Context: an optimization exercise on an open-source flow, tuned for small area, a short achievable clock period and few clock cycles. The choices shown serve that exercise and are no tape-out recipe. At most, simulation tests tie the RTL to the original design; equivalence was not proved. Only the layout flow was run in runs 1 and 7; the RTL was not checked for function there. No driver is modelled on the clock port, so clocking that relies on it looks cheaper here than on a real chip. Power figures rest on the tool's default switching activity, not on a simulated workload.

==> design/flow/design.v <==
`default_nettype none
package wgm_pkg;
    localparam int MAX_PATTERN = 64;
    localparam int LEN_W       = $clog2(MAX_PATTERN + 1);
    localparam logic [7:0] CH_STAR = 8'h2A;
    localparam logic [7:0] CH_ANY  = 8'h3F;
    typedef logic [LEN_W-1:0] len_t;
    typedef enum logic [1:0] {
        MODE_START   = 2'd0,
        MODE_PATTERN = 2'd1,
        MODE_TEXT    = 2'd2,
        MODE_END     = 2'd3
    } mode_t;
    typedef struct packed {
        mode_t      mode;
        logic [7:0] ch;
    } item_t;
    typedef struct packed {
        logic matched;
        logic error;
    } result_t;
endpackage
`default_nettype wire
`default_nettype none
module wgm_cell (
    input  wire        clk,
    input  wire        we,         
    input  wire  [7:0] ch,         
    input  wire        pat_col,    
    input  wire        text_en,    
    input  wire        prev_col,   
    input  wire        prev_step,  
    output logic       col,
    output logic       step
);
    logic [7:0] char_reg;
    logic       hit_reg;
    logic       is_star;
    assign is_star = (char_reg == wgm_pkg::CH_STAR);
    assign step    = prev_col & hit_reg;
    always_ff @(posedge clk)
    begin
        if (we)
        begin
            char_reg <= ch;
        end
    end
    always_ff @(posedge clk)
    begin
        hit_reg <= (char_reg == ch) || (char_reg == wgm_pkg::CH_ANY);
    end
    always_ff @(posedge clk)
    begin
        if (we)
        begin
            col <= pat_col;
        end
        else if (text_en)
        begin
            col <= is_star ? (prev_step | col) : step;
        end
    end
endmodule
`default_nettype wire
`default_nettype none
module wildcard_glob_matcher (
    input  wire               clk,
    input  wire               rst_n,
    input  wire               item_valid,
    output logic              item_ready,
    input  wire  [9:0]        item_in,
    output logic              result_valid,
    input  wire               result_ready,
    output logic [1:0]        result
);
    localparam int N  = wgm_pkg::MAX_PATTERN;
    localparam int NH = N / 8 + 1;
    wgm_pkg::item_t      item;
    assign item = wgm_pkg::item_t'(item_in);
    logic                ready_reg;
    logic                accept;
    assign item_ready = ready_reg;
    assign accept     = item_valid && ready_reg;
    logic                a_start;
    logic                a_pat;
    logic                a_text;
    logic                a_end;
    logic                a_star;
    logic [7:0]          a_ch;
    logic                a_we;
    logic [NH-1:0]       a_we_grp;
    always_ff @(posedge clk or negedge rst_n)
    begin
        if (!rst_n)
        begin
            a_start <= 1'b0;
            a_pat   <= 1'b0;
            a_text  <= 1'b0;
            a_end   <= 1'b0;
        end
        else
        begin
            a_start <= accept && (item.mode == wgm_pkg::MODE_START);
            a_pat   <= accept && (item.mode == wgm_pkg::MODE_PATTERN);
            a_text  <= accept && (item.mode == wgm_pkg::MODE_TEXT);
            a_end   <= accept && (item.mode == wgm_pkg::MODE_END);
        end
    end
    always_ff @(posedge clk)
    begin
        a_ch   <= item.ch;
        a_star <= (item.ch == wgm_pkg::CH_STAR);
    end
    logic [6:0]          pat_len_reg;
    logic [NH-1:0]       slot_hi;
    logic [7:0]          slot_lo;
    logic [NH-1:0]       slot_hi_reg;
    logic [7:0]          slot_lo_reg;
    logic                text_started_reg;
    logic                error_reg;
    logic                last_star_reg;
    logic                some_plain_reg;   
    logic                pat_blk_reg;
    logic                len63;
    assign slot_hi = {slot_hi_reg[NH-1:1], !slot_hi_reg[0]};
    assign slot_lo = {slot_lo_reg[7:1], !slot_lo_reg[0]};
    assign len63   = (pat_len_reg[5:0] == 6'd63);
    logic                pat_take;     
    logic [6:0]          pat_len_next;
    logic [NH-1:0]       slot_hi_next;
    logic [7:0]          slot_lo_next;
    logic                text_started_next;
    logic                error_next;
    logic                last_star_next;
    logic                some_plain_next;
    logic                pat_blk_next;
    assign pat_take = a_pat && !pat_blk_reg;
    always_comb
    begin
        pat_len_next      = pat_len_reg;
        slot_hi_next      = slot_hi;
        slot_lo_next      = slot_lo;
        text_started_next = text_started_reg;
        error_next        = error_reg;
        last_star_next    = last_star_reg;
        some_plain_next   = some_plain_reg;
        if (a_start)
        begin
            pat_len_next      = '0;
            slot_hi_next      = NH'(1);
            slot_lo_next      = 8'd1;
            text_started_next = 1'b0;
            error_next        = 1'b0;
            last_star_next    = 1'b0;
            some_plain_next   = 1'b0;
        end
        else
        begin
            if (pat_take)
            begin
                pat_len_next    = pat_len_reg + 1'b1;
                last_star_next  = a_star;
                some_plain_next = some_plain_reg || !a_star;
            end
            if (a_we)
            begin
                slot_lo_next = {slot_lo[6:0], slot_lo[7]};
                if (slot_lo[7])
                begin
                    slot_hi_next = {slot_hi[NH-2:0], 1'b0};
                end
            end
            if (a_pat && pat_blk_reg)
            begin
                error_next = 1'b1;
            end
            if (a_text)
            begin
                text_started_next = 1'b1;
            end
        end
        pat_blk_next = !a_start && (pat_blk_reg || a_text || (pat_take && len63));
    end
    always_ff @(posedge clk or negedge rst_n)
    begin
        if (!rst_n)
        begin
            pat_len_reg      <= '0;
            slot_hi_reg      <= '0;
            slot_lo_reg      <= '0;
            text_started_reg <= 1'b0;
            error_reg        <= 1'b0;
            last_star_reg    <= 1'b0;
            some_plain_reg   <= 1'b0;
            pat_blk_reg      <= 1'b0;
        end
        else
        begin
            pat_len_reg      <= pat_len_next;
            slot_hi_reg      <= {slot_hi_next[NH-1:1], !slot_hi_next[0]};
            slot_lo_reg      <= {slot_lo_next[7:1], !slot_lo_next[0]};
            text_started_reg <= text_started_next;
            error_reg        <= error_next;
            last_star_reg    <= last_star_next;
            some_plain_reg   <= some_plain_next;
            pat_blk_reg      <= pat_blk_next;
        end
    end
    logic                take_we;
    assign take_we = item_valid && ready_reg && (item.mode == wgm_pkg::MODE_PATTERN)
                     && !pat_blk_next
                     && !((item.ch == wgm_pkg::CH_STAR) && last_star_next);
    always_ff @(posedge clk or negedge rst_n)
    begin
        if (!rst_n)
        begin
            a_we     <= 1'b0;
            a_we_grp <= '0;
        end
        else
        begin
            a_we     <= take_we;
            a_we_grp <= take_we ? slot_hi_next : '0;
        end
    end
    logic                c_text;
    logic                c_end;
    logic                c_text_seen;
    always_ff @(posedge clk or negedge rst_n)
    begin
        if (!rst_n)
        begin
            c_text      <= 1'b0;
            c_end       <= 1'b0;
            c_text_seen <= 1'b0;
        end
        else
        begin
            c_text      <= a_text;
            c_end       <= a_end;
            c_text_seen <= text_started_reg;
        end
    end
    logic [N:0]          col;
    logic [N:0]          step;
    logic [N-1:0]        we;
    assign col[0]  = !c_text_seen;
    assign step[0] = 1'b0;
    for (genvar i = 0; i < N; i++)
    begin : g_cell
        assign we[i] = a_we_grp[i / 8] && slot_lo[i % 8];
        wgm_cell u_cell (
            .clk       (clk),
            .we        (we[i]),
            .ch        (a_ch),
            .pat_col   (!some_plain_reg && a_star),
            .text_en   (c_text),
            .prev_col  (col[i]),
            .prev_step (step[i]),
            .col       (col[i+1]),
            .step      (step[i+1])
        );
    end
    logic [NH-1:0]       grp_hit;
    logic [NH-1:0]       d_grp_reg;
    logic                d_err_reg;
    logic                d_end;
    for (genvar h = 0; h < NH; h++)
    begin : g_grp
        logic [7:0] part;
        for (genvar l = 0; l < 8; l++)
        begin : g_lo
            if (8 * h + l <= N)
            begin : g_on
                assign part[l] = col[8 * h + l] && slot_lo[l];
            end
            else
            begin : g_off
                assign part[l] = 1'b0;
            end
        end
        assign grp_hit[h] = slot_hi[h] && (|part);
    end
    always_ff @(posedge clk)
    begin
        d_grp_reg <= grp_hit;
        d_err_reg <= error_reg;
    end
    always_ff @(posedge clk or negedge rst_n)
    begin
        if (!rst_n)
        begin
            d_end <= 1'b0;
        end
        else
        begin
            d_end <= c_end;
        end
    end
    logic                out_v;
    logic                skid_v;
    logic                wr_ptr;
    logic                rd_ptr;
    logic [1:0]          mem_r [2];
    logic [1:0]          mem_next [2];
    logic [1:0]          out_r;
    logic [1:0]          new_r;
    logic                push;
    logic                pop;
    logic                rd_ptr_next;
    logic                out_v_next;
    logic                skid_v_next;
    assign new_r       = {|d_grp_reg, d_err_reg};
    assign push        = d_end;
    assign pop         = out_v && result_ready;
    assign rd_ptr_next = rd_ptr ^ pop;
    logic                in_end;
    logic                at_most_one;
    assign in_end      = accept && (item.mode == wgm_pkg::MODE_END);
    assign at_most_one = !((out_v_next && (c_end || a_end || in_end))
                           || (c_end && (a_end || in_end)) || (a_end && in_end));
    always_comb
    begin
        mem_next[0] = mem_r[0];
        mem_next[1] = mem_r[1];
        if (push)
        begin
            mem_next[wr_ptr] = new_r;
        end
        out_v_next  = out_v;
        skid_v_next = skid_v;
        if (push && !pop)
        begin
            out_v_next  = 1'b1;
            skid_v_next = out_v;
        end
        else if (pop && !push)
        begin
            out_v_next  = skid_v;
            skid_v_next = 1'b0;
        end
    end
    always_ff @(posedge clk or negedge rst_n)
    begin
        if (!rst_n)
        begin
            out_v  <= 1'b0;
            skid_v <= 1'b0;
            wr_ptr <= 1'b0;
            rd_ptr <= 1'b0;
        end
        else
        begin
            out_v  <= out_v_next;
            skid_v <= skid_v_next;
            wr_ptr <= wr_ptr ^ push;
            rd_ptr <= rd_ptr_next;
        end
    end
    always_ff @(posedge clk)
    begin
        mem_r[0]  <= mem_next[0];
        mem_r[1]  <= mem_next[1];
        out_r     <= (push && (rd_ptr_next == wr_ptr)) ? new_r : mem_r[rd_ptr_next];
        ready_reg <= !skid_v_next && at_most_one;
    end
    assign result_valid = out_v;
    assign result       = out_r;
endmodule
`default_nettype wire
==> design/flow/flow/run.sh <==
#!/bin/bash
# Standard layout; after clock tree synthesis the tree's root buffer is taken out so the clock
# port drives the tree's first level (a few buffers) directly, then timing is repaired again.
set -euo pipefail
export BUFFER_PORTS_ARGS="-buffer_cell sky130_fd_sc_hd__buf_4"
export SKIP_CTS_REPAIR_TIMING=1
export POST_CTS_TCL="$PWD/flow/post_cts.tcl"
bash standard.sh > standard_flow.log 2>&1
==> design/flow/flow/post_cts.tcl <==
# Runs after clock tree synthesis (cts's own timing repair is skipped).
# 2. Give the registers that drive output ports through their port buffer the strongest drive
#    of their cell type.
# 3. Repair timing as cts would have.
set block [ord::get_db_block]
set root [$block findInst clkbuf_0_clk]
if { $root != "NULL" } {
  set in_net [[$root findITerm A] getNet]
  set out_net [[$root findITerm X] getNet]
  set loads {}
  foreach it [$out_net getITerms] {
    if { [$it getInst] != $root } {
      lappend loads $it
    }
  }
  puts "root buffer drives [llength $loads] pins"
  if { [llength $loads] <= 4 && [llength [$out_net getBTerms]] == 0 } {
    foreach it $loads {
      $it disconnect
      $it connect $in_net
    }
    odb::dbInst_destroy $root
    odb::dbNet_destroy $out_net
    puts "root buffer removed"
  }
}

proc driver_inst { net } {
  foreach it [$net getITerms] {
    if { [$it isOutputSignal] } {
      return [$it getInst]
    }
  }
  return "NULL"
}

foreach bt [$block getBTerms] {
  if { [$bt getIoType] != "OUTPUT" } { continue }
  set buf [driver_inst [$bt getNet]]
  if { $buf == "NULL" } { continue }
  set in_it ""
  foreach it [$buf getITerms] {
    if { [$it isInputSignal] } { set in_it $it }
  }
  if { $in_it == "" } { continue }
  set reg [driver_inst [$in_it getNet]]
  if { $reg == "NULL" } { continue }
  set master [[$reg getMaster] getName]
  if { ![regexp {^(sky130_fd_sc_hd__(dfrtp|dfxtp|dfstp))_[0-9]+$} $master -> base] } { continue }
  set strong "${base}_4"
  if { $strong != $master && [[ord::get_db] findMaster $strong] != "NULL" } {
    puts "[$bt getName]: [$reg getName] $master -> $strong"
    replace_cell [$reg getName] $strong
  }
}

estimate_parasitics -placement
report_clock_latency
repair_timing_helper
detailed_placement
check_placement -verbose
estimate_parasitics -placement
report_worst_slack -max
report_worst_slack -min
==> design/flow/standard.sh <==
#!/bin/bash
# synth_recipe.tcl (not shown) runs the flow's synth.tcl, then flattens the netlist and writes it again
# the make line also repeats each setting of config.mk as NAME=value (left out here)
make -C /OpenROAD-flow-scripts/flow DESIGN_CONFIG=/design/flow/config.mk WORK_HOME=/design/flow/orfs CLKGATE_MAP_FILE= SYNTH_SCRIPT=/design/flow/synth_recipe.tcl "${@:-finish}"
==> design/flow/config.mk <==
export PLATFORM = sky130hd
export DESIGN_NAME = wildcard_glob_matcher
export DESIGN_NICKNAME = wildcard_glob_matcher
export VERILOG_FILES = /design/flow/design.v
export SDC_FILE = /design/flow/constraint.sdc
export NUM_CORES = 4
export LEC_CHECK = 0
export CAP_MARGIN = 20
export CORE_MARGIN = 2
export CORE_UTILIZATION = 60
export CTS_BUF_LIST = sky130_fd_sc_hd__clkbuf_8 sky130_fd_sc_hd__clkbuf_16
export CTS_CLUSTER_DIAMETER = 100
export CTS_CLUSTER_SIZE = 30
export SETUP_SLACK_MARGIN = 1.4
export SLEW_MARGIN = 20
==> design/flow/constraint.sdc <==
create_clock -name core_clock -period 3.0 [get_ports {clk}]
set_input_delay 0.6000 -clock core_clock [delete_from_list [all_inputs] [get_ports {clk}]]
set_output_delay 0.6000 -clock core_clock [all_outputs]
set_load 0.01 [all_outputs]
==> impl_metrics.yaml, run 1 <==
placement:
  place_area_um2: 33600
  dp.cells: 3240
  dp_hpwl_um: 44200
  preCtsSetupSlack_ns: 0.927
  place_congestion: 0.837
  io_buffers: 17
floorplanning:
  die_x_um: 237
  die_area_um2: 56000
  initial_utilization: 0.605
  dieHeight_um: 237
  io_pins: 18
  placementRows: 85
  core_area_um2: 53700
logic_synthesis:
  yosysUniqueCellTypes: 51
  ys_ff_latch: 715
  async_reset_ff_frac: 0.0685
  synth-seq-area-share: 0.627
  synth_edf_count: 580
  synth_ff_type: "edfxtp_1"
  yosys_warnings: 4
  synthesis.area_um2: 32500
  syn_nets: 2600
  netlist_instances: 2583
  avgSynthCellArea_um2: 12.6
run_status:
  status: "complete, no violations"
timing:
  finalClockSkew_ns: 0.0316
  hold_ws_ns: 0.100
  max_freq_ghz: 0.574
  rsz0062_at_grt: "yes"
  slew_headroom: 0.563
  min_period_ns: 1.74
  setup-tns-final_ns: 0
  timing.final.crit_share: 0.580
  hold_viol: 0
  drv_slew: 0
  final-setup-viol-count: 0
  tightest_slew_ns: 0.655
  layout_setup_ws_ns: 1.26
grt:
  overflow: 0
  grt_antenna_before_repair: 0
  grt_pass1_vias: 19900
  grt_pass1_wl_um: 112000
  grt_max_degree: 58
  grt_usage: 0.258
power_and_ir_drop:
  p_leak_nw: 12.2
  vdd_drop_max_v: 0.000580
  fin_total_pwr_mw: 17.3
  power.density_nw_per_um2: 491
critical_path:
  r2r_start: "out_v$_DFF_PN0_"
  path_cells: "buf_4 -> nand2_4 -> xor2_4 -> mux2i_2 -> mux2_2"
  slowest_delay_ns: 0.51
  critPathArrivalTime_ns: 2.14
  cp_max_fo: 3
  crit_start: "out_v$_DFF_PN0_"
  cp.required_ns: 3.40
  crit_path_end_kind: "register"
  reg2reg_depth: 5
  critical_path.startpoint_type: "register"
  critPathKind: "reg -> reg"
  slowest_stage: "dfrtp_4"
clock_tree:
  cts_tree: "done"
  insertion_delay_ns: 0.50
  cts.sinks: 715
  cts.reportedPaths.clkPinSlew_ns: 0.12
detailed_routing:
  routed_via_density: 5.91
  wl_um: 72700
  wire_per_inst_um: 21.7
  vias: 19800
  first_pass_iters: 6
  antenna_left: 0
  drtIter0Drc: 1536
  route.detailed.drc: 0
finish:
  largest_reg_flops: 512
  n_antenna_cell: 0
  area_delta_synth_final_pct: 8.53
  final_cell_count_no_fill: 3345
  layout-drive-gt1-share: 0.116
  final_area_um2: 35200
  nFillCells: 3924
  utilization: 0.656
  fin_nets: 2644
run:
  drv_cap: 0
hold_path:
  min_path_type: "in -> async"
==> Yosys cell counts, types with 66 or more instances <==
cell	instances	area share
dfxtp_1	86	0.053
and3_1	153	0.029
edfxtp_1	580	0.54
inv_1	77	0.0089
nand2_1	142	0.016
mux2_2	66	0.023
nand3_1	85	0.013
nand4_1	129	0.025
a21oi_1	138	0.021
nor3_1	66	0.010
xnor2_1	505	0.14
nor2_1	178	0.021
==> layout make-up <==
class / instances / area, um2 / area share
timing repair buffer: 113 / 1370 / 0.0387
multi-input combinational: 1692 / 11400 / 0.324
tap: 696 / 871 / 0.0247
sequential: 715 / 20400 / 0.580
clock buffer: 29 / 714 / 0.0203
inverter: 77 / 293 / 0.00831
clock inverter: 23 / 143 / 0.00405
==> critical path: cells and delay by family, from the launching register on <==
family	cells	cell delay (ns)
and+or+nand+nor	1	0.08
muxes	2	0.67
buffers and inverters	1	0.16
xor gates and xnor gates	1	0.22
DFF	1	0.51
==> path summary, 6_finish.rpt <==
path	slack, ns	end
min in group core_clock	0.20	a_ch[1]$_DFF_P_
min reg2reg	0.39	c_text_seen$_DFF_PN0_
max	1.26	out_r[1]$_DFF_P_
max in group asynchronous	2.38	slot_lo_reg[7]$_DFFE_PN0P_
max reg2reg	1.26	out_r[1]$_DFF_P_
min	0.10	d_end$_DFF_PN0_
==> cell usage in the layout (no fill, tap or decap), types with 57 or more instances in the layout <==
cell type  netlist  routed
edfxtp_1       580     580
xnor2_1        505     505
nor2_1         178     177
and3_1         153     153
nand2_1        142     141
a21oi_1        138     138
nand4_1        129     129
nand3_1         85      85
inv_1           77      80
dfxtp_1         86      75
buf_4           27      67
mux2_2          66      66
nor3_1          66      66
nand2b_1        57      57
==> metal layers <==
layer | up-vias | share of wire | global-route usage
met5 | - | 0 | 0
met4 | 0 | 0.022 | 0.0596
met3 | 102 | 0.045 | 0.0228
met2 | 444 | 0.48 | 0.440
met1 | 9891 | 0.45 | 0.363
li1 | 9343 | - | -
==> cell families after synthesis <==
group                      after synthesis  synth area share
and+or+nand+nor                        843             0.134
DFF                                    715             0.627
buffers and inverters                  176            0.0255
xor gates and xnor gates               518             0.140
muxes                                   76            0.0261
AOI/OAI and AO/OA                      252            0.0461
adders and majority gates                3           0.00116
==> power by group <==
group | switching [mW] | total (mW) | internal [mW]
logic | 0.854 | 1.51 | 0.660
clock network | 2.97 | 4.77 | 1.80
registers | 0.173 | 11.0 | 10.8
==> run 2, diff against run 1 <==
--- a/design/flow/design.v
+++ b/design/flow/design.v
@@ -121,10 +121,9 @@
     logic                last_star_reg;
     logic                some_plain_reg;   
     logic                pat_blk_reg;
-    logic                len63;
+    logic                len63;            
     assign slot_hi = {slot_hi_reg[NH-1:1], !slot_hi_reg[0]};
     assign slot_lo = {slot_lo_reg[7:1], !slot_lo_reg[0]};
-    assign len63   = (pat_len_reg[5:0] == 6'd63);
     logic                pat_take;     
     logic [6:0]          pat_len_next;
     logic [NH-1:0]       slot_hi_next;
@@ -193,9 +192,11 @@
             last_star_reg    <= 1'b0;
             some_plain_reg   <= 1'b0;
             pat_blk_reg      <= 1'b0;
+            len63            <= 1'b0;
         end
         else
         begin
+            len63            <= (pat_len_next == 7'd63);
             pat_len_reg      <= pat_len_next;
             slot_hi_reg      <= {slot_hi_next[NH-1:1], !slot_hi_next[0]};
             slot_lo_reg      <= {slot_lo_next[7:1], !slot_lo_next[0]};
@@ -319,6 +320,10 @@
     assign in_end      = accept && (item.mode == wgm_pkg::MODE_END);
     assign at_most_one = !((out_v_next && (c_end || a_end || in_end))
                            || (c_end && (a_end || in_end)) || (a_end && in_end));
+    logic [1:0]          head_after_pop;
+    logic [1:0]          head_kept;
+    assign head_after_pop = skid_v ? mem_r[!rd_ptr] : new_r;
+    assign head_kept      = out_v ? mem_r[rd_ptr] : new_r;
     always_comb
     begin
         mem_next[0] = mem_r[0];
@@ -361,7 +366,7 @@
     begin
         mem_r[0]  <= mem_next[0];
         mem_r[1]  <= mem_next[1];
-        out_r     <= (push && (rd_ptr_next == wr_ptr)) ? new_r : mem_r[rd_ptr_next];
+        out_r     <= pop ? head_after_pop : head_kept;
         ready_reg <= !skid_v_next && at_most_one;
     end
     assign result_valid = out_v;
==> design/flow/flow/run.sh (replaced) <==
#!/bin/bash
# Standard layout; after clock tree synthesis the tree's root buffer is taken out so the clock
# port drives the tree's first level directly, each first-level buffer is split in two by where
# its loads sit, and timing is repaired (instead of in cts).
set -euo pipefail
export BUFFER_PORTS_ARGS="-buffer_cell sky130_fd_sc_hd__buf_4"
export SKIP_CTS_REPAIR_TIMING=1
export POST_CTS_TCL="$PWD/flow/post_cts.tcl"
bash standard.sh > standard_flow.log 2>&1
==> design/flow/flow/post_cts.tcl (replaced) <==
# Runs after clock tree synthesis (cts's own timing repair is skipped).
# 2. Split each buffer the clock port drives in two (see below).
# 3. Repair timing as cts would have.
set block [ord::get_db_block]
set root [$block findInst clkbuf_0_clk]
if { $root != "NULL" } {
  set in_net [[$root findITerm A] getNet]
  set out_net [[$root findITerm X] getNet]
  set loads {}
  foreach it [$out_net getITerms] {
    if { [$it getInst] != $root } {
      lappend loads $it
    }
  }
  puts "root buffer drives [llength $loads] pins"
  if { [llength $loads] <= 2 && [llength [$out_net getBTerms]] == 0 } {
    foreach it $loads {
      $it disconnect
      $it connect $in_net
    }
    odb::dbInst_destroy $root
    odb::dbNet_destroy $out_net
    puts "root buffer removed"
  }
}

proc split_port_buffers { block } {
  set port_net [[$block findBTerm clk] getNet]
  set l1s {}
  foreach it [$port_net getITerms] { lappend l1s [$it getInst] }
  if { [llength $l1s] > 2 } { return }
  foreach b $l1s {
    set master [$b getMaster]
    set out_it ""
    foreach it [$b getITerms] { if { [$it isOutputSignal] } { set out_it $it } }
    if { $out_it == "" } { continue }
    set out_net [$out_it getNet]
    set loads {}
    set xs {}
    set ys {}
    foreach it [$out_net getITerms] {
      if { [$it getInst] == $b } { continue }
      set bb [[$it getInst] getBBox]
      set x [expr {([$bb xMin] + [$bb xMax]) / 2}]
      set y [expr {([$bb yMin] + [$bb yMax]) / 2}]
      lappend loads [list $it $x $y]
      lappend xs $x
      lappend ys $y
    }
    if { [llength $loads] < 4 } { continue }
    set xs [lsort -integer $xs]
    set ys [lsort -integer $ys]
    set axis [expr {([lindex $xs end] - [lindex $xs 0]) >= ([lindex $ys end] - [lindex $ys 0]) ? 1 : 2}]
    set loads [lsort -integer -index $axis $loads]
    set half [expr {[llength $loads] / 2}]
    set g1 [lrange $loads 0 [expr {$half - 1}]]
    set g2 [lrange $loads $half end]
    set name "[$b getName]_split"
    set nb [odb::dbInst_create $block $master $name]
    set nn [odb::dbNet_create $block "[$out_net getName]_split"]
    $nn setSigType CLOCK
    foreach it [$nb getITerms] {
      if { [$it isInputSignal] } { $it connect $port_net }
      if { [$it isOutputSignal] } { $it connect $nn }
    }
    foreach e $g2 { set it [lindex $e 0]; $it disconnect; $it connect $nn }
    foreach pair [list [list $b $g1] [list $nb $g2]] {
      lassign $pair inst grp
      set sx 0
      set sy 0
      foreach e $grp { set sx [expr {$sx + [lindex $e 1]}]; set sy [expr {$sy + [lindex $e 2]}] }
      set cx [expr {$sx / [llength $grp]}]
      set cy [expr {$sy / [llength $grp]}]
      $inst setLocation [expr {$cx - [$master getWidth] / 2}] [expr {$cy - [$master getHeight] / 2}]
      $inst setPlacementStatus PLACED
    }
    puts "split [$b getName]: [llength $g1] + [llength $g2] loads"
  }
}

split_port_buffers $block

estimate_parasitics -placement
report_clock_latency
repair_timing_helper
detailed_placement
check_placement -verbose
estimate_parasitics -placement
report_clock_latency
report_worst_slack -max
report_worst_slack -min
==> run 2 against run 1 <==
Still clean. Cell area up 0.33%. Sequential power about the same. Worst setup slack better by 0.17 ns. Critical endpoint is now g_cell[28].u_cell.col$_DFFE_PP_. Largest power group unchanged.
==> impl_metrics.yaml, run 2 <==
run_status:
  status: "complete, no violations"
detailed_routing:
  drtIter0Drc: 1498
  wl_um: 71900
  antenna_left: 0
  vias: 20000
  routed_via_density: 5.92
  first_pass_iters: 5
  wire_per_inst_um: 21.3
  route.detailed.drc: 0
finish:
  final_common_cell: "edfxtp_1"
  final_area_um2: 35400
  utilization: 0.658
  layout-drive-gt1-share: 0.114
  area_delta_synth_final_pct: 8.85
  largest_reg_flops: 512
  n_antenna_cell: 0
  nFillCells: 3907
  fin_nets: 2669
  mostFrequentLayoutCells: "edfxtp_1 (580), xnor2_1 (506), nor2_1 (185)"
grt:
  overflow: 0
  grt_max_degree: 67
  grt_antenna_before_repair: 0
  grt_usage: 0.254
  grt_pass1_wl_um: 111000
  grt_pass1_vias: 19900
logic_synthesis:
  synth-compound-area-share: 0.0461
  avgSynthCellArea_um2: 12.5
  synth_common_cells: "edfxtp_1 (580), xnor2_1 (506), nor2_1 (186)"
  yosysUniqueCellTypes: 44
  syn_nets: 2609
  yosys.area_share.xor_xnor: 0.140
  synthAdderAreaFrac: 0.00116
  yosys.area.top_type: "edfxtp_1"
  synth_ff_type: "edfxtp_1"
  yosys_warnings: 4
  synth_most_common_cell: "edfxtp_1"
  yosys-mux-area-fraction: 0.0288
  synth.top_cell.area_share: 0.536
  synth_edf_count: 580
  synthesis.area_um2: 32500
  synth_area_leaders: "edfxtp_1 (54%), xnor2_1 (14%), dfxtp_1 (5.3%)"
  synth-simple-area-share: 0.132
  ys_ff_latch: 717
  synth-seq-area-share: 0.628
  async_reset_ff_frac: 0.0711
  synth_top_family_by_area: "XOR/XNOR gates"
  netlist_instances: 2592
timing:
  setup-tns-final_ns: 0
  slew_headroom: 0.485
  rsz0062_at_grt: "yes"
  timing.final.crit_share: 0.524
  drv_slew: 0
  min_period_ns: 1.57
  finalClockSkew_ns: 0.0198
  max_freq_ghz: 0.636
  layout_setup_ws_ns: 1.43
  final-setup-viol-count: 0
  hold_viol: 0
  tightest_slew_ns: 0.771
power_and_ir_drop:
  vdd_drop_max_v: 0.000393
  fin_total_pwr_mw: 16.4
  p_leak_nw: 12.4
  power.density_nw_per_um2: 463
critical_path:
  critPathArrivalTime_ns: 1.80
  reg2reg_depth: 4
  critPathKind: "reg -> reg"
  cp.required_ns: 3.23
  critical_path.startpoint_type: "register"
  cp_max_fo: 10
  worst-r2r-setup-slack_ns: 1.43
  r2r_start: "a_star$_DFF_P_"
  crit_path_end_kind: "register"
  rr_endpoint: "g_cell[28].u_cell.col$_DFFE_PP_"
floorplanning:
  initial_utilization: 0.605
  io_pins: 18
  placementRows: 85
  die_area_um2: 56000
  dieHeight_um: 237
  die_x_um: 237
  core_area_um2: 53700
clock_tree:
  insertion_delay_ns: 0.39
  cts.reportedPaths.clkPinSlew_ns: 0.11
  cts.sinks: 717
  cts_tree: "done"
hold_path:
  min_path_type: "in -> async"
placement:
  place_area_um2: 33700
  preCtsSetupSlack_ns: 0.847
  place_congestion: 0.817
  io_buffers: 17
  dp_hpwl_um: 42900
run:
  drv_cap: 0
run 2: changes by cell type after synthesis, moves of 5 or more:
cell,before,now
nor2_1,178,186
buf_2,48,43
nor4bb_1,8,2
clkbuf_1,23,38
mux2i_1,8,18
nor3_1,66,73
buf_4,27,14
a21oi_1,138,132
nand2_1,142,137
run 2: kinds of logic (layout without fill, tap and decap cells):
| group | count (synthesis) | in the layout |
|---|---|---|
| XOR/XNOR | 518 | 518 |
| adder cells (fa/ha/maj) | 3 | 3 |
| buffers and inverters | 178 | 259 |
| flip-flops | 717 | 717 |
| multiplexers | 85 | 85 |
| AND/OR/NAND/NOR | 841 | 842 |
| AO/OA/AOI/OAI | 250 | 250 |
run 2: metal layers:
metal,track usage,routed length (um)
met4,0.0759,1750
met3,0.0305,3540
met1,0.353,32100
met5,0,0
met2,0.425,34400
run 2: cell type report, without the clock buffers:
| cell class | count | area (um2) | area share |
|---|---|---|---|
| Inverter | 78 | 304 | 0.00860 |
| Buffer | 2 | 50.0 | 0.00142 |
| Multi-Input combinational cell | 1698 | 11300 | 0.321 |
| Tap cell | 696 | 871 | 0.0246 |
| Clock inverter | 21 | 95.1 | 0.00269 |
| Timing Repair Buffer | 128 | 1500 | 0.0425 |
| Sequential cell | 717 | 20500 | 0.579 |
run 2: metrics by stage:
step / cells / hold slack, ns
after global routing: 3370 / 0.284
after global placement: 3255 / 0.365
after floorplan: 2592 / 0.304
after detailed placement: 3256 / 0.359
final: 3370 / 0.248
run 2: where the power goes:
group / total, mW / leakage (nW) / internal (mW) / switching (mW)
registers: 10.7 / 6.70 / 10.7 / 0.0277
logic: 0.864 / 5.21 / 0.366 / 0.498
clock network: 4.78 / 0.491 / 1.93 / 2.85
run 2: worst max-delay path, stage by stage (launching register included):
cell	delay, ns
dfxtp_1	0.40
inv_1	0.18
nor2_2	0.63
nor2_1	0.08
a21oi_1	0.13
run 2: worst max-delay path by stage:
stage	startpoint	cells past startpoint	slack (ns)	to
after detailed placement	item_in[4]	5	0.85	a_we_grp[4]$_DFF_PN0_
after floorplan	a_ch[5]$_DFF_P_	6	1.37	g_cell[19].u_cell.hit_reg$_DFF_P_
final	a_star$_DFF_P_	4	1.43	g_cell[28].u_cell.col$_DFFE_PP_
after global placement	item_in[0]	5	0.87	a_we_grp[3]$_DFF_PN0_
after global routing	pat_len_reg[1]$_DFF_PN0_	5	1.33	len63$_DFF_PN0_
Testbench counts of run 2, summed over its fixed seeds: cycles 56,359.
==> run 3, diff against run 2 <==
--- a/design/flow/config.mk
+++ b/design/flow/config.mk
@@ -11,5 +11,5 @@
 export CTS_BUF_LIST = sky130_fd_sc_hd__clkbuf_8 sky130_fd_sc_hd__clkbuf_16
 export CTS_CLUSTER_DIAMETER = 100
 export CTS_CLUSTER_SIZE = 30
-export SETUP_SLACK_MARGIN = 1.4
+export SETUP_SLACK_MARGIN = 1.5
 export SLEW_MARGIN = 20
==> run 3 against run 2 <==
Die area did not move. Final cell count rose by 1.5%. Core utilization increased by 1.7 points. Flip-flop and latch count did not move. Synthesized area unchanged. Sequential power hardly changed. Combinational power up 11%. Largest cell class unchanged. Still clean on timing, DRC and antenna. Highest routed layer unchanged. First-iteration DRC count is 2.1% higher. Power rose by 0.96%.
==> impl_metrics.yaml, run 3 <==
logic_synthesis:
  avgSynthCellArea_um2: 12.5
  synth-seq-area-share: 0.628
  yosysUniqueCellTypes: 44
  synth_edf_count: 580
  synth_common_cells: "edfxtp_1 (580), xnor2_1 (506), nor2_1 (186)"
  synth.top_cell.area_share: 0.536
  synth_area_leaders: "edfxtp_1 (54%), xnor2_1 (14%), dfxtp_1 (5.3%)"
  netlist_instances: 2592
  synthesis.area_um2: 32500
  syn_nets: 2609
  ys_ff_latch: 717
  synth_most_common_cell: "edfxtp_1"
  async_reset_ff_frac: 0.0711
  yosys.area.top_type: "edfxtp_1"
  yosys_warnings: 4
  synth_ff_type: "edfxtp_1"
finish:
  mostFrequentLayoutCells: "edfxtp_1 (580), xnor2_1 (506), nor2_1 (183)"
  final_area_um2: 36300
  fin_nets: 2717
  nFillCells: 3826
  layout-drive-gt1-share: 0.154
  n_antenna_cell: 0
  largest_reg_flops: 512
  multiInputGateArea_um2: 11600
  final_common_cell: "edfxtp_1"
  register_area_um2: 20500
  utilization: 0.675
  area_delta_synth_final_pct: 11.7
floorplanning:
  die_area_um2: 56000
  io_pins: 18
  placementRows: 85
  dieHeight_um: 237
  die_x_um: 237
  core_area_um2: 53700
  initial_utilization: 0.605
critical_path:
  cp_max_fo: 2
  path_cells: "buf_6"
  crit_path_end_kind: "output pin"
  cp.required_ns: 2.40
  slowest_stage: "dfrtp_2"
  critical-path-top-delay-family: "flip-flops"
  critPathKind: "reg -> out"
  critPathArrivalTime_ns: 0.96
  cp_num_buf_inv: 1
  slowest_delay_ns: 0.44
  critical_path.startpoint_type: "register"
timing:
  final-setup-viol-count: 0
  tightest_slew_ns: 0.707
  setup-tns-final_ns: 0
  timing.final.crit_share: 0.519
  rsz0062_at_grt: "yes"
  slew_headroom: 0.529
  min_period_ns: 1.56
  drv_slew: 0
  max_freq_ghz: 0.643
  hold_viol: 0
  finalClockSkew_ns: 0.0264
detailed_routing:
  route.detailed.drc: 0
  first_pass_iters: 5
  drtIter0Drc: 1529
  routed_via_density: 5.97
  wire_per_inst_um: 22.6
  vias: 20400
  wl_um: 77400
  antenna_left: 0
power_and_ir_drop:
  power.density_nw_per_um2: 456
  vdd_drop_max_v: 0.000475
  power.share.clock: 0.293
  pwr-share-seq: 0.649
  power.internal_mw: 13.0
  p_leak_nw: 12.8
  p_switching_mw: 3.50
  p_comb_frac: 0.058
  netSwitchingFraction: 0.211
grt:
  grt_pass1_wl_um: 114000
  grt_pass1_vias: 20200
  overflow: 0
  grt_antenna_before_repair: 0
  grt_max_degree: 61
  grt_usage: 0.263
run_status:
  status: "complete, no violations"
hold_path:
  min_path_type: "in -> async"
placement:
  place_congestion: 0.815
  place_area_um2: 33700
  io_buffers: 17
  dp_hpwl_um: 43700
clock_tree:
  cts.reportedPaths.clkPinSlew_ns: 0.11
  cts.sinks: 717
  insertion_delay_ns: 0.40
  cts_tree: "done"
run:
  drv_cap: 0
run 3: per-layer routing:
layer / wire, um / GRT usage / share of wire / vias to the layer above
li1: - / - / - / 9492
met1: 33700 / 0.365 / 0.43 / 10200
met2: 37800 / 0.451 / 0.49 / 547
met3: 3940 / 0.0235 / 0.051 / 126
met4: 2030 / 0.0681 / 0.026 / 0
met5: 0 / 0 / 0 / -
run 3: power by group through the flow:
stage                     clock (mW)  sequential, mW  combinational (mW)
after global placement             0            11.0               0.722
after detailed placement           0            11.0               0.738
after global routing            5.29            10.7                1.03
final                           4.85            10.7               0.963
after floorplan                    0            11.0               0.488
run 3: cell type report, without the clock buffers:
cell class              count  share of cell area
flip-flops and latches    717               0.564
multi-input cells        1697               0.319
repair buffers            176              0.0596
well taps                 696              0.0240
inverters                  78             0.00852
clock inverters            25             0.00407
plain buffers               2             0.00138
run 3: final timing paths:
check / startpoint / to / slack (ns) / cells after the start
worst max-delay path: out_v$_DFF_PN0_ / result_valid / 1.44 / 1
worst min-delay path: rst_n / rd_ptr$_DFF_PN0_ / 0.23 / 1
worst max register to register: g_cell[36].u_cell.char_reg[0]$_DFFE_PP_ / g_cell[36].u_cell.col$_DFFE_PP_ / 1.47 / 4
worst min register to register: error_reg$_DFFE_PN0P_ / d_err_reg$_DFF_P_ / 0.39 / 0
max in group asynchronous: rst_n / slot_lo_reg[6]$_DFFE_PN0P_ / 2.22 / 1
min in group core_clock: item_in[1] / a_ch[1]$_DFF_P_ / 0.31 / 1
run 3: cell families (layout without fill, tap and decap cells):
logic type	count (synthesis)	after routing	share of synthesized area
xor gates and xnor gates	518	518	0.140
DFF	717	717	0.628
and+or+nand+nor	841	841	0.132
muxes	85	85	0.0288
adders and majority gates	3	3	0.00116
buffers and inverters	178	309	0.0241
AOI/OAI and AO/OA	250	250	0.0461
run 3: per-stage QoR:
stage               cells  power [mW]  hold slack [ns]  worst slack, ns
floorplan            2592        11.5            0.304             1.47
global placement     3248        11.7            0.362            0.920
detailed placement   3248        11.7            0.363            0.958
global route         3419        17.1            0.280             1.41
finish               3419        16.5            0.233             1.44
==> run 4, diff against run 3 <==
--- a/design/flow/config.mk
+++ b/design/flow/config.mk
@@ -7,7 +7,7 @@
 export LEC_CHECK = 0
 export CAP_MARGIN = 20
 export CORE_MARGIN = 2
-export CORE_UTILIZATION = 60
+export CORE_UTILIZATION = 68
 export CTS_BUF_LIST = sky130_fd_sc_hd__clkbuf_8 sky130_fd_sc_hd__clkbuf_16
 export CTS_CLUSTER_DIAMETER = 100
 export CTS_CLUSTER_SIZE = 30
==> run 4 against run 3 <==
Largest power group unchanged. Sequential power barely moved. Critical path type is now in -> reg. Largest cell class unchanged. Cell area down 0.41%. Clock power is 7.0% lower.
==> impl_metrics.yaml, run 4 <==
timing:
  rsz0062_at_grt: "yes"
  final-setup-viol-count: 0
  timing.final.crit_share: 0.552
  layout_setup_ws_ns: 1.35
  tightest_slew_ns: 0.691
  finalClockSkew_ns: 0.0189
  max_freq_ghz: 0.604
  slew_headroom: 0.539
  min_period_ns: 1.65
  setup-tns-final_ns: 0
  hold_viol: 0
  drv_slew: 0
finish:
  largest_reg_flops: 512
  register_area_um2: 20500
  nFillCells: 2934
  layout-drive-gt1-share: 0.150
  mostFrequentLayoutCells: "edfxtp_1 (580), xnor2_1 (506), nor2_1 (183)"
  multiInputGateArea_um2: 11500
  fin_nets: 2719
  area_delta_synth_final_pct: 11.2
  final_common_cell: "edfxtp_1"
logic_synthesis:
  netlist_instances: 2592
  ys_ff_latch: 717
  synth_edf_count: 580
  async_reset_ff_frac: 0.0711
  synth_area_leaders: "edfxtp_1 (54%), xnor2_1 (14%), dfxtp_1 (5.3%)"
  avgSynthCellArea_um2: 12.5
  synth_most_common_cell: "edfxtp_1"
  yosys.area.top_type: "edfxtp_1"
  synthesis.area_um2: 32500
  synth-seq-area-share: 0.628
  syn_nets: 2609
  synth_ff_type: "edfxtp_1"
  yosysUniqueCellTypes: 44
  synth.top_cell.area_share: 0.536
  yosys_warnings: 4
  synth_common_cells: "edfxtp_1 (580), xnor2_1 (506), nor2_1 (186)"
critical_path:
  critical_path.startpoint_type: "input pin"
  r2r_start: "pat_len_reg[0]$_DFF_PN0_"
  slowest_stage: "nor4bb_2"
  cp_num_buf_inv: 2
  crit_start: "item_in[0]"
  crit_path_end_kind: "register"
  path_depth: 6
  slowest_delay_ns: 0.43
  worst-r2r-setup-slack_ns: 1.37
  cp_max_fo: 9
  reg2reg_depth: 5
  critPathKind: "in -> reg"
  critPathArrivalTime_ns: 1.92
  critical-path-top-delay-family: "simple AND/OR/NAND/NOR gates"
  cp.required_ns: 3.26
  setup.worst_path.end: "a_we_grp[7]$_DFF_PN0_"
  path_cells: "buf_4 -> nor4bb_2 -> nand2_1 -> o311ai_4 -> buf_12 -> nor3_1"
  rr_endpoint: "len63$_DFF_PN0_"
grt:
  grt_pass1_vias: 20500
  overflow: 0
  grt_max_degree: 64
  grt_usage: 0.305
  grt_antenna_before_repair: 1
  grt_pass1_wl_um: 115000
detailed_routing:
  first_pass_iters: 6
  vias: 20800
  drtIter0Drc: 1865
  wl_um: 79000
  route.detailed.drc: 0
  wire_per_inst_um: 23.7
  antenna_left: 0
  routed_via_density: 6.24
placement:
  io_buffers: 17
  preCtsSetupSlack_ns: 0.960
  dp_hpwl_um: 44700
  place_congestion: 0.840
clock_tree:
  cts_tree: "done"
  cts.sinks: 717
  cts.reportedPaths.clkPinSlew_ns: 0.12
  insertion_delay_ns: 0.38
floorplanning:
  dieHeight_um: 223
  placementRows: 80
  initial_utilization: 0.685
  die_x_um: 223
  io_pins: 18
  die_area_um2: 49500
  core_area_um2: 47400
run:
  drv_cap: 0
power_and_ir_drop:
  power.density_nw_per_um2: 449
  vdd_drop_max_v: 0.000642
  p_leak_nw: 12.7
hold_path:
  min_path_type: "in -> async"
run_status:
  status: "complete, no violations"
[run 4: cell counts after synthesis]
No cell type changed its count.
[run 4: layer usage]
metal,vias to the layer above,share of wire,global-route usage
met4,0,0.042,0.114
met1,10300,0.41,0.406
met5,-,0,0
met3,195,0.073,0.0547
li1,9493,-,-
met2,807,0.48,0.505
[run 4: kinds of logic after synthesis]
| kind of cell | synth area share |
|---|---|
| AND/OR/NAND/NOR | 0.132 |
| buffers and inverters | 0.0241 |
| AO/OA/AOI/OAI | 0.0461 |
| flip-flops | 0.628 |
| multiplexers | 0.0288 |
| adder cells (fa/ha/maj) | 0.00116 |
| XOR/XNOR | 0.140 |
[run 4: worst min path at each step]
stage | startpoint | endpoint | cells past startpoint
after floorplan | rst_n | a_end$_DFF_PN0_ | 0
after detailed placement | error_reg$_DFFE_PN0P_ | d_err_reg$_DFF_P_ | 0
final | rst_n | pat_len_reg[4]$_DFF_PN0_ | 1
after global placement | error_reg$_DFFE_PN0P_ | d_err_reg$_DFF_P_ | 0
after global routing | rst_n | pat_len_reg[6]$_DFF_PN0_ | 1
[run 4: power by group]
group,total (mW),internal [mW],switching (mW)
clock network,4.51,1.74,2.77
registers,10.7,10.7,0.0189
logic,0.983,0.427,0.556
total,16.2,12.9,3.34
[run 4: area by class of cell, without the clock buffers]
type	count	area share
plain buffers	2	0.00139
multi-input cells	1698	0.320
diodes	1	0.0000693
clock inverters	22	0.00232
repair buffers	179	0.0619
flip-flops and latches	717	0.567
well taps	615	0.0213
inverters	78	0.00866
[run 4: stage by stage]
stage                     utilization  area, um2  total power, mW  hold WS, ns  std cells
after detailed placement        0.710      33700             11.8        0.363       3179
after global routing            0.761      36100             16.7        0.294       3337
after global placement          0.710      33700             11.7        0.361       3178
final                           0.761      36100             16.2        0.248       3338
after floorplan                     -      32600             11.5        0.304       2592
==> run 5, diff against run 4 <==
--- a/design/flow/design.v
+++ b/design/flow/design.v
@@ -22,22 +22,33 @@
 endpackage
 `default_nettype wire
 `default_nettype none
-module wgm_cell (
+module wgm_cell #(
+    parameter bit FIRST = 1'b0     
+) (
     input  wire        clk,
     input  wire        we,         
     input  wire  [7:0] ch,         
-    input  wire        pat_col,    
     input  wire        text_en,    
+    input  wire        text_seen,  
     input  wire        prev_col,   
     input  wire        prev_step,  
-    output logic       col,
+    output logic       col,        
     output logic       step
 );
     logic [7:0] char_reg;
     logic       hit_reg;
+    logic       col_reg;
     logic       is_star;
     assign is_star = (char_reg == wgm_pkg::CH_STAR);
     assign step    = prev_col & hit_reg;
+    if (FIRST)
+    begin : g_first
+        assign col = text_seen ? col_reg : is_star;
+    end
+    else
+    begin : g_rest
+        assign col = text_seen && col_reg;
+    end
     always_ff @(posedge clk)
     begin
         if (we)
@@ -51,13 +62,9 @@
     end
     always_ff @(posedge clk)
     begin
-        if (we)
-        begin
-            col <= pat_col;
-        end
-        else if (text_en)
+        if (text_en)
         begin
-            col <= is_star ? (prev_step | col) : step;
+            col_reg <= is_star ? (prev_step | col) : step;
         end
     end
 endmodule
@@ -119,7 +126,6 @@
     logic                text_started_reg;
     logic                error_reg;
     logic                last_star_reg;
-    logic                some_plain_reg;   
     logic                pat_blk_reg;
     logic                len63;            
     assign slot_hi = {slot_hi_reg[NH-1:1], !slot_hi_reg[0]};
@@ -131,7 +137,6 @@
     logic                text_started_next;
     logic                error_next;
     logic                last_star_next;
-    logic                some_plain_next;
     logic                pat_blk_next;
     assign pat_take = a_pat && !pat_blk_reg;
     always_comb
@@ -142,7 +147,6 @@
         text_started_next = text_started_reg;
         error_next        = error_reg;
         last_star_next    = last_star_reg;
-        some_plain_next   = some_plain_reg;
         if (a_start)
         begin
             pat_len_next      = '0;
@@ -151,7 +155,6 @@
             text_started_next = 1'b0;
             error_next        = 1'b0;
             last_star_next    = 1'b0;
-            some_plain_next   = 1'b0;
         end
         else
         begin
@@ -159,7 +162,6 @@
             begin
                 pat_len_next    = pat_len_reg + 1'b1;
                 last_star_next  = a_star;
-                some_plain_next = some_plain_reg || !a_star;
             end
             if (a_we)
             begin
@@ -190,7 +192,6 @@
             text_started_reg <= 1'b0;
             error_reg        <= 1'b0;
             last_star_reg    <= 1'b0;
-            some_plain_reg   <= 1'b0;
             pat_blk_reg      <= 1'b0;
             len63            <= 1'b0;
         end
@@ -203,7 +204,6 @@
             text_started_reg <= text_started_next;
             error_reg        <= error_next;
             last_star_reg    <= last_star_next;
-            some_plain_reg   <= some_plain_next;
             pat_blk_reg      <= pat_blk_next;
         end
     end
@@ -250,12 +250,14 @@
     for (genvar i = 0; i < N; i++)
     begin : g_cell
         assign we[i] = a_we_grp[i / 8] && slot_lo[i % 8];
-        wgm_cell u_cell (
+        wgm_cell #(
+            .FIRST     (i == 0)
+        ) u_cell (
             .clk       (clk),
             .we        (we[i]),
             .ch        (a_ch),
-            .pat_col   (!some_plain_reg && a_star),
             .text_en   (c_text),
+            .text_seen (c_text_seen),
             .prev_col  (col[i]),
             .prev_step (step[i]),
             .col       (col[i+1]),
--- a/design/flow/config.mk
+++ b/design/flow/config.mk
@@ -7,7 +7,7 @@
 export LEC_CHECK = 0
 export CAP_MARGIN = 20
 export CORE_MARGIN = 2
-export CORE_UTILIZATION = 68
+export CORE_UTILIZATION = 60
 export CTS_BUF_LIST = sky130_fd_sc_hd__clkbuf_8 sky130_fd_sc_hd__clkbuf_16
 export CTS_CLUSTER_DIAMETER = 100
 export CTS_CLUSTER_SIZE = 30
==> run 5 against run 4 <==
Critical endpoint is now g_cell[15].u_cell.col_reg$_DFFE_PP_. Critical path depth shrank 2. Hold slack lost 0.037 ns. Flip-flop and latch count shrank 1.
==> impl_metrics.yaml, run 5 <==
timing:
  tightest_slew_ns: 0.643
  min_period_ns: 1.63
  hold_viol: 0
  max_freq_ghz: 0.614
  layout_setup_ws_ns: 1.37
  timing.final.crit_share: 0.543
  drv_slew: 0
  rsz0062_at_grt: "yes"
  final-setup-viol-count: 0
  slew_headroom: 0.571
  setup-tns-final_ns: 0
  finalClockSkew_ns: 0.0468
placement:
  place_congestion: 0.823
  io_buffers: 17
  preCtsSetupSlack_ns: 0.941
  dp_hpwl_um: 43200
  place_area_um2: 32200
floorplanning:
  die_x_um: 231
  dieHeight_um: 231
  die_area_um2: 53400
  placementRows: 83
  initial_utilization: 0.605
  io_pins: 18
  core_area_um2: 51200
logic_synthesis:
  synth_common_cells: "edfxtp_1 (580), xnor2_1 (506), nand4_1 (189)"
  synth.top_cell.area_share: 0.562
  synth_edf_count: 580
  netlist_instances: 2270
  ys_ff_latch: 716
  synth_most_common_cell: "edfxtp_1"
  avgSynthCellArea_um2: 13.6
  synth-seq-area-share: 0.658
  yosys_warnings: 5
  yosys.area.top_type: "edfxtp_1"
  synthesis.area_um2: 31000
  synth_ff_type: "edfxtp_1"
  yosysUniqueCellTypes: 47
  synth_area_leaders: "edfxtp_1 (56%), xnor2_1 (14%), dfxtp_1 (5.6%)"
  async_reset_ff_frac: 0.0698
  syn_nets: 2287
grt:
  grt_usage: 0.289
  grt_max_degree: 51
  grt_pass1_vias: 20000
  grt_antenna_before_repair: 0
  grt_pass1_wl_um: 117000
  overflow: 0
critical_path:
  setup.worst_path.end: "g_cell[15].u_cell.col_reg$_DFFE_PP_"
  slowest_stage: "edfxtp_1"
  crit_start: "g_cell[15].u_cell.char_reg[0]$_DFFE_PP_"
  cp_max_fo: 3
  path_cells: "or3_4 -> nor4_4 -> buf_4 -> a211oi_2"
  reg2reg_depth: 4
  r2r_start: "g_cell[15].u_cell.char_reg[0]$_DFFE_PP_"
  cp.required_ns: 3.14
  crit_path_end_kind: "register"
  slowest_delay_ns: 0.47
  critPathArrivalTime_ns: 1.77
  critical_path.startpoint_type: "register"
  worst-r2r-setup-slack_ns: 1.37
  critPathKind: "reg -> reg"
  rr_endpoint: "g_cell[15].u_cell.col_reg$_DFFE_PP_"
finish:
  final_common_cell: "edfxtp_1"
  final_area_um2: 36700
  largest_reg_flops: 512
  utilization: 0.717
  layout-drive-gt1-share: 0.214
  nFillCells: 3332
  area_delta_synth_final_pct: 18.5
  fin_nets: 2522
  mostFrequentLayoutCells: "edfxtp_1 (580), xnor2_1 (504), buf_4 (237)"
  n_antenna_cell: 0
detailed_routing:
  drtIter0Drc: 1616
  wl_um: 78900
  antenna_left: 0
  route.detailed.drc: 0
  vias: 20100
  wire_per_inst_um: 24.6
  routed_via_density: 6.26
  first_pass_iters: 5
clock_tree:
  cts.sinks: 716
  cts_tree: "done"
  insertion_delay_ns: 0.40
  cts.reportedPaths.clkPinSlew_ns: 0.11
run:
  drv_cap: 0
power_and_ir_drop:
  power.density_nw_per_um2: 448
  p_leak_nw: 11.4
  vdd_drop_max_v: 0.000421
run_status:
  status: "complete, no violations"
hold_path:
  min_path_type: "in -> async"
==> run 5: cell types whose count changed after synthesis, sizes merged, moves of 14 or more <==
cell | previous run | this run
mux2 | 67 | 4
and2 | 1 | 57
inv | 78 | 10
a211oi | 2 | 62
nand2 | 137 | 20
or3 | 1 | 64
nand2b | 57 | 2
and3 | 152 | 6
o21ai | 44 | 68
nor2 | 186 | 34
nand4 | 130 | 189
buf | 62 | 48
nor4 | 3 | 65
a31o | 25 | 1
==> run 5: per-stage QoR <==
step,hold slack [ns],std cells,power [mW]
after global placement,0.374,2932,11.7
final,0.211,3206,16.4
after global routing,0.267,3206,16.9
after detailed placement,0.365,2932,11.7
after floorplan,0.304,2270,11.5
==> run 5: final cells by class, without the clock buffers <==
cell class,instances,area [um2],area share
buffer,2,50.0,0.00136
clock inverter,22,113,0.00307
inverter,10,50.0,0.00136
multi-input combinational,1458,11600,0.317
sequential,716,20500,0.557
tap,680,851,0.0232
timing repair buffer,290,2850,0.0777
==> run 5: worst min-delay path by stage <==
stage,slack (ns),to
finish,0.21,rd_ptr$_DFF_PN0_
global route,0.27,rd_ptr$_DFF_PN0_
detailed placement,0.36,d_err_reg$_DFF_P_
global placement,0.37,d_err_reg$_DFF_P_
floorplan,0.30,a_end$_DFF_PN0_
==> run 5: critical path, delay by kind of cell (launching register included) <==
kind,cells,cell delay [ns]
compound gates,1,0.05
buf+inv,1,0.17
flops,1,0.47
simple gates,2,0.70
==> run 5: cells by family after synthesis <==
| family | after synthesis | share of synthesized area |
|---|---|---|
| flip-flops | 716 | 0.658 |
| AO/OA/AOI/OAI | 318 | 0.0619 |
| AND/OR/NAND/NOR | 601 | 0.112 |
| buffers and inverters | 96 | 0.0136 |
| adder cells (fa/ha/maj) | 3 | 0.00121 |
| multiplexers | 21 | 0.00695 |
| XOR/XNOR | 515 | 0.146 |
==> run 5: power by group <==
part | switching [mW] | internal (mW) | leakage (nW)
clock | 2.86 | 1.89 | 0.490
combinational | 0.547 | 0.408 | 4.48
sequential | 0.0225 | 10.7 | 6.45
==> run 5: per-layer routing <==
| metal | vias to the layer above | global-route usage | routed length (um) |
|---|---|---|---|
| li1 | 9068 | - | - |
| met1 | 10200 | 0.391 | 32700 |
| met2 | 642 | 0.499 | 39600 |
| met3 | 124 | 0.0295 | 4600 |
| met4 | 0 | 0.0810 | 2030 |
| met5 | - | 0 | 0 |
Testbench counts of run 5, summed over its fixed seeds: cycles 56,359.
==> run 6, diff against run 5 <==
--- a/design/flow/config.mk
+++ b/design/flow/config.mk
@@ -13,3 +13,4 @@
 export CTS_CLUSTER_SIZE = 30
 export SETUP_SLACK_MARGIN = 1.5
 export SLEW_MARGIN = 20
+export TNS_END_PERCENT = 10
==> run 6 against run 5 <==
Still clean. Die area is the same. Clock power shrank 4%. Sequential share of layout area grew 2.7 points. Global-route usage shrank 2.9 points. Register-to-register slack is essentially flat. Critical path depth grew 2. Final cell count shrank 3.2%. Largest power group unchanged.
==> impl_metrics.yaml, run 6 <==
critical_path:
  critPathArrivalTime_ns: 1.94
  crit_path_end_kind: "register"
  cp.required_ns: 3.31
  critPathKind: "reg -> reg"
  cp_max_fo: 4
  critical_path.startpoint_type: "register"
timing:
  min_period_ns: 1.63
  drv_slew: 0
  tightest_slew_ns: 0.677
  setup-tns-final_ns: 0
  slew_headroom: 0.547
  finalClockSkew_ns: 0.0199
  final-setup-viol-count: 0
  timing.final.crit_share: 0.543
  max_freq_ghz: 0.613
  hold_viol: 0
  hold_ws_ns: 0.233
  rsz0062_at_grt: "yes"
grt:
  grt_pass1_vias: 19100
  grt_pass1_wl_um: 107000
  overflow: 0
  grt_max_degree: 68
  grt_usage: 0.259
  grt_antenna_before_repair: 1
floorplanning:
  initial_utilization: 0.605
  placementRows: 83
  die_area_um2: 53400
  core_area_um2: 51200
  die_x_um: 231
  dieHeight_um: 231
  io_pins: 18
finish:
  register_area_um2: 20400
  layout-drive-gt1-share: 0.142
  nFillCells: 3563
  fin_nets: 2421
  final_cell_count_no_fill: 3105
  mostFrequentLayoutCells: "edfxtp_1 (580), xnor2_1 (506), nand4_1 (189)"
  multiInputGateArea_um2: 10900
  area_delta_synth_final_pct: 12.9
  largest_reg_flops: 512
  utilization: 0.683
  final_common_cell: "edfxtp_1"
logic_synthesis:
  yosysUniqueCellTypes: 47
  synth_edf_count: 580
  avgSynthCellArea_um2: 13.6
  synth_area_leaders: "edfxtp_1 (56%), xnor2_1 (14%), dfxtp_1 (5.6%)"
  syn_nets: 2287
  synth.top_cell.area_share: 0.562
  ys_ff_latch: 716
  async_reset_ff_frac: 0.0698
  netlist_instances: 2270
  synth_ff_type: "edfxtp_1"
  synth_common_cells: "edfxtp_1 (580), xnor2_1 (506), nand4_1 (189)"
  yosys.area.top_type: "edfxtp_1"
  yosys_warnings: 5
  synth-seq-area-share: 0.658
  synthesis.area_um2: 31000
  synth_most_common_cell: "edfxtp_1"
power_and_ir_drop:
  netSwitchingFraction: 0.204
  power.density_nw_per_um2: 462
  p_switching_mw: 3.30
  vdd_drop_max_v: 0.000451
  p_comb_frac: 0.055
  p_leak_nw: 10.6
  pwr-share-seq: 0.663
  power.internal_mw: 12.9
  power.share.clock: 0.282
run_status:
  status: "complete, no violations"
clock_tree:
  cts_tree: "done"
  cts.sinks: 716
  cts.reportedPaths.clkPinSlew_ns: 0.11
  insertion_delay_ns: 0.38
placement:
  io_buffers: 17
  dp_hpwl_um: 41000
  dp.cells: 2930
  place_congestion: 0.830
run:
  drv_cap: 0
detailed_routing:
  antenna_left: 0
  drtIter0Drc: 1485
  routed_via_density: 6.17
  wl_um: 72300
  vias: 19100
  first_pass_iters: 5
  wire_per_inst_um: 23.3
  route.detailed.drc: 0
hold_path:
  min_path_type: "in -> async"
run 6: cell types whose count changed in the layout (fill, tap and decap cells not counted), moves of 11 or more:
cell,previous run,this run
a211oi_1,45,56
or3_4,49,17
nor4_4,59,33
a21oi_2,15,4
a211oi_2,17,6
nor4_2,3,18
or3_1,14,45
nor4_1,3,14
buf_4,237,149
a21oi_1,120,131
run 6: layout make-up, without the clock buffers:
class                   instances  share of cell area
well taps                     680              0.0243
multi-input cells            1458               0.313
plain buffers                   2             0.00143
inverters                      10             0.00122
repair buffers                189              0.0539
diodes                          1           0.0000716
repair inverters                1            0.000107
clock inverters                20             0.00215
flip-flops and latches        716               0.584
run 6: cell families (layout without fill, tap and decap cells):
| family | after synthesis | in the layout | share of synthesized area |
|---|---|---|---|
| xor gates and xnor gates | 515 | 515 | 0.146 |
| DFF | 716 | 716 | 0.658 |
| other | 0 | 1 | 0 |
| buffers and inverters | 96 | 250 | 0.0136 |
| and+or+nand+nor | 601 | 601 | 0.112 |
| AOI/OAI and AO/OA | 318 | 318 | 0.0619 |
| adders and majority gates | 3 | 3 | 0.00121 |
| muxes | 21 | 21 | 0.00695 |
run 6: final timing paths:
| kind | cells after the start | slack, ns | to | from |
|---|---|---|---|---|
| max in group asynchronous | 1 | 2.24 | slot_lo_reg[4]$_DFFE_PN0P_ | rst_n |
| worst min register to register | 0 | 0.39 | c_text_seen$_DFF_PN0_ | text_started_reg$_DFFE_PN0P_ |
| worst min-delay path | 1 | 0.23 | rd_ptr$_DFF_PN0_ | rst_n |
| worst max register to register | 6 | 1.37 | len63$_DFF_PN0_ | pat_blk_reg$_DFF_PN0_ |
| worst max-delay path | 6 | 1.37 | len63$_DFF_PN0_ | pat_blk_reg$_DFF_PN0_ |
| min in group core_clock | 1 | 0.33 | a_ch[4]$_DFF_P_ | item_in[4] |
run 6: metal layers:
metal,GRT usage,wire (um)
met5,0,0
met4,0.0625,1770
met3,0.0262,3320
met2,0.450,36100
met1,0.355,31100
run 6: worst max-delay path, stage by stage, from the launching register on:
cell       delay, ns
dfrtp_1         0.40
buf_4           0.16
buf_4           0.13
nand3b_1        0.16
xor2_1          0.17
a2111oi_2       0.33
and4b_1         0.24
run 6: power groups by stage:
stage	Combinational [mW]	Clock [mW]	Sequential [mW]
after floorplan	0.485	0	11.0
after global placement	0.712	0	11.0
after detailed placement	0.727	0	11.0
after global routing	0.948	4.97	10.7
final	0.883	4.56	10.7
run 6: stage by stage:
step / setup slack [ns] / instance area, um2 / power (mW)
finish: 1.37 / 35000 / 16.2
global route: 1.27 / 35000 / 16.6
detailed placement: 1.03 / 32200 / 11.7
global placement: 1.03 / 32200 / 11.7
floorplan: 1.43 / 31100 / 11.5
==> run 7, diff against run 6 <==
--- a/design/flow/design.v
+++ b/design/flow/design.v
@@ -197,7 +197,7 @@
         end
         else
         begin
-            len63            <= (pat_len_next == 7'd63);
+            len63            <= !a_start && (pat_take ? (pat_len_reg == 7'd62) : len63);
             pat_len_reg      <= pat_len_next;
             slot_hi_reg      <= {slot_hi_next[NH-1:1], !slot_hi_next[0]};
             slot_lo_reg      <= {slot_lo_next[7:1], !slot_lo_next[0]};
--- a/design/flow/config.mk
+++ b/design/flow/config.mk
@@ -11,6 +11,6 @@
 export CTS_BUF_LIST = sky130_fd_sc_hd__clkbuf_8 sky130_fd_sc_hd__clkbuf_16
 export CTS_CLUSTER_DIAMETER = 100
 export CTS_CLUSTER_SIZE = 30
-export SETUP_SLACK_MARGIN = 1.5
+export SETUP_SLACK_MARGIN = 1.6
 export SLEW_MARGIN = 20
-export TNS_END_PERCENT = 10
+export TNS_END_PERCENT = 3
==> run 7 against run 6 <==
Largest power group unchanged. Hold slack improved by 0.00060 ns. Die area barely moved. Cell area fell by 0.76%. Worst setup slack got worse by 0.048 ns. Critical endpoint is now g_cell[41].u_cell.col_reg$_DFFE_PP_. Largest cell class unchanged. Final cell count fell by 0.90%. Sequential power rose by 5%. Critical path type unchanged. First-iteration DRC count fell by 0.54%. Clock power rose by 3%. Register-to-register slack got worse by 0.05 ns. Flip-flop and latch count did not move. Clock skew rose by 0.0038 ns.
==> impl_metrics.yaml, run 7 <==
detailed_routing:
  wl_met1_um: 31700
  vias: 19200
  routed_via_density: 6.23
  drtIter0Drc: 1477
  dr.max_layer_used: "met4"
  wl_met3_um: 3530
  antenna_left: 0
  first_pass_iters: 7
  met2_length_um: 34200
  wl_um: 71300
  route.detailed.drc: 0
  wire_per_inst_um: 23.2
logic_synthesis:
  synth.top_cell.area_share: 0.563
  synth-simple-area-share: 0.111
  synthAdderAreaFrac: 0.00162
  yosysUniqueCellTypes: 45
  synth_most_common_cell: "edfxtp_1"
  async_reset_ff_frac: 0.0698
  synth-seq-area-share: 0.659
  avgSynthCellArea_um2: 13.7
  yosys-mux-area-fraction: 0.00691
  ys_ff_latch: 716
  synth_edf_count: 580
  synthesis.area_um2: 31000
  syn_nets: 2282
  synth_top_family_by_area: "XOR/XNOR gates"
  synth_area_leaders: "edfxtp_1 (56%), xnor2_1 (14%), dfxtp_1 (5.6%)"
  yosys.area.top_type: "edfxtp_1"
  synth_common_cells: "edfxtp_1 (580), xnor2_1 (498), nand4_1 (190)"
  synth_ff_type: "edfxtp_1"
  yosys.area_share.xor_xnor: 0.147
  netlist_instances: 2264
  synth-compound-area-share: 0.0610
  yosys_warnings: 5
finish:
  utilization: 0.678
  n_antenna_cell: 0
  final_cell_count_no_fill: 3077
  final_common_cell: "edfxtp_1"
  final_area_um2: 34700
  largest_reg_flops: 512
  layout-drive-gt1-share: 0.132
  area_delta_synth_final_pct: 12.1
  fin_nets: 2395
  mostFrequentLayoutCells: "edfxtp_1 (580), xnor2_1 (498), nand4_1 (190)"
floorplanning:
  die_x_um: 231
  io_pins: 18
  die_area_um2: 53400
  placementRows: 83
  core_area_um2: 51200
  dieHeight_um: 231
  initial_utilization: 0.605
critical_path:
  cp.required_ns: 3.15
  critPathKind: "reg -> reg"
  critPathArrivalTime_ns: 1.83
  crit_path_end_kind: "register"
  cp_max_fo: 3
  critical_path.startpoint_type: "register"
power_and_ir_drop:
  fin_total_pwr_mw: 17.7
  power.density_nw_per_um2: 510
  p_leak_nw: 10.5
  vdd_drop_max_v: 0.000479
grt:
  grt_usage: 0.267
  grt_max_degree: 66
  grt_pass1_vias: 19100
  grt_antenna_before_repair: 0
  overflow: 0
  grt_pass1_wl_um: 109000
timing:
  hold_viol: 0
  min_period_ns: 1.68
  tightest_slew_ns: 0.704
  drv_slew: 0
  final-setup-viol-count: 0
  max_freq_ghz: 0.596
  timing.final.crit_share: 0.559
  slew_headroom: 0.530
  rsz0062_at_grt: "yes"
  setup-tns-final_ns: 0
  finalClockSkew_ns: 0.0237
clock_tree:
  cts.sinks: 716
  cts.reportedPaths.clkPinSlew_ns: 0.11
  insertion_delay_ns: 0.39
  cts_tree: "done"
placement:
  dp.cells: 2931
  place_congestion: 0.810
  place_area_um2: 32300
  io_buffers: 17
  dp_hpwl_um: 42000
hold_path:
  min_path_type: "in -> async"
run:
  drv_cap: 0
run_status:
  status: "complete, no violations"
## run 7: changes by cell type after synthesis, sizes merged, moves of 3 or more
cell and delta:
clkbuf -13, a21oi -4, nand2 +3, nand3 -3
xor2 +11, and3 -3, buf +12, xnor2 -8
## run 7: path summary, 6_finish.rpt
path                                                              start                             endpoint  slack, ns  cells past startpoint
worst min-delay path                                              rst_n                      c_end$_DFF_PN0_       0.23                      1
worst min register to register             text_started_reg$_DFFE_PN0P_                c_text_seen$_DFF_PN0_       0.39                      0
worst max register to register  g_cell[41].u_cell.char_reg[2]$_DFFE_PP_  g_cell[41].u_cell.col_reg$_DFFE_PP_       1.32                      4
max in group asynchronous                                         rst_n           slot_lo_reg[1]$_DFFE_PN0P_       2.25                      1
min in group core_clock                                      item_in[1]                      a_ch[1]$_DFF_P_       0.31                      1
worst max-delay path            g_cell[41].u_cell.char_reg[2]$_DFFE_PP_  g_cell[41].u_cell.col_reg$_DFFE_PP_       1.32                      4
## run 7: layout make-up, without the clock buffers
cell class              count  area (um2)
flip-flops and latches    716       20400
fillers                  3520       16500
multi-input cells        1453       10900
repair buffers            167        1670
well taps                 680         851
clock inverters            22         124
plain buffers               2        50.0
inverters                  10        45.0
## run 7: kinds of logic after synthesis
| logic type | Yosys count |
|---|---|
| AO/OA/AOI/OAI | 312 |
| buffers and inverters | 95 |
| multiplexers | 21 |
| AND/OR/NAND/NOR | 598 |
| flip-flops | 716 |
| XOR/XNOR | 518 |
| adder cells (fa/ha/maj) | 4 |
## run 7: power breakdown
group | switching [mW] | total [mW] | internal (mW) | leakage [nW]
combinational | 1.14 | 1.81 | 0.674 | 3.46
sequential | 0.271 | 11.2 | 10.9 | 6.61
clock | 2.87 | 4.70 | 1.84 | 0.467
## run 7: stage by stage
step | setup WS (ns) | hold WS [ns]
floorplan | 1.43 | 0.304
global placement | 0.949 | 0.382
detailed placement | 0.926 | 0.362
global route | 1.27 | 0.277
finish | 1.32 | 0.233
## run 7: layer usage
layer,global-route usage,vias to the layer above
li1,-,8784
met1,0.380,9731
met2,0.441,527
met3,0.0285,119
met4,0.0750,0
met5,0,-
## run 7: critical path: stages (launching register included)
cell,delay (ns)
edfxtp_1,0.46
or3_4,0.41
nor4_4,0.34
buf_4,0.18
a211oi_2,0.05

-- re-timing with driven ports --
The flow's constraints put no driver on any port. The routed layouts listed below were extracted and timed again, unchanged, in two steps. Step 1 sets driving cells, clkbuf_16 on the clock port and buf_2 on the other inputs (assumed; they add their load-dependent delay and slew). Step 2 also shifts input and output timing later by t, the mid clock arrival at the registers, as if the neighbouring blocks saw the same clock. a / b / c = no drivers / after step 1 / after step 2; a / b = the first two.
run | shift t [ns] | setup slack, ns
run 1 | 0.568 | 1.259 / 1.185 / 1.094
run 2 | 0.498 | 1.428 / 1.331 / 1.121
run 3 | 0.516 | 1.444 / 1.316 / 1.107
run 4 | 0.499 | 1.345 / 1.335 / 0.940
run 5 | 0.504 | 1.372 / 1.325 / 1.057
run 6 | 0.500 | 1.370 / 1.326 / 1.126
run 7 | 0.506 | 1.322 / 1.260 / 1.068
After both steps setup and hold are still met in every run listed.
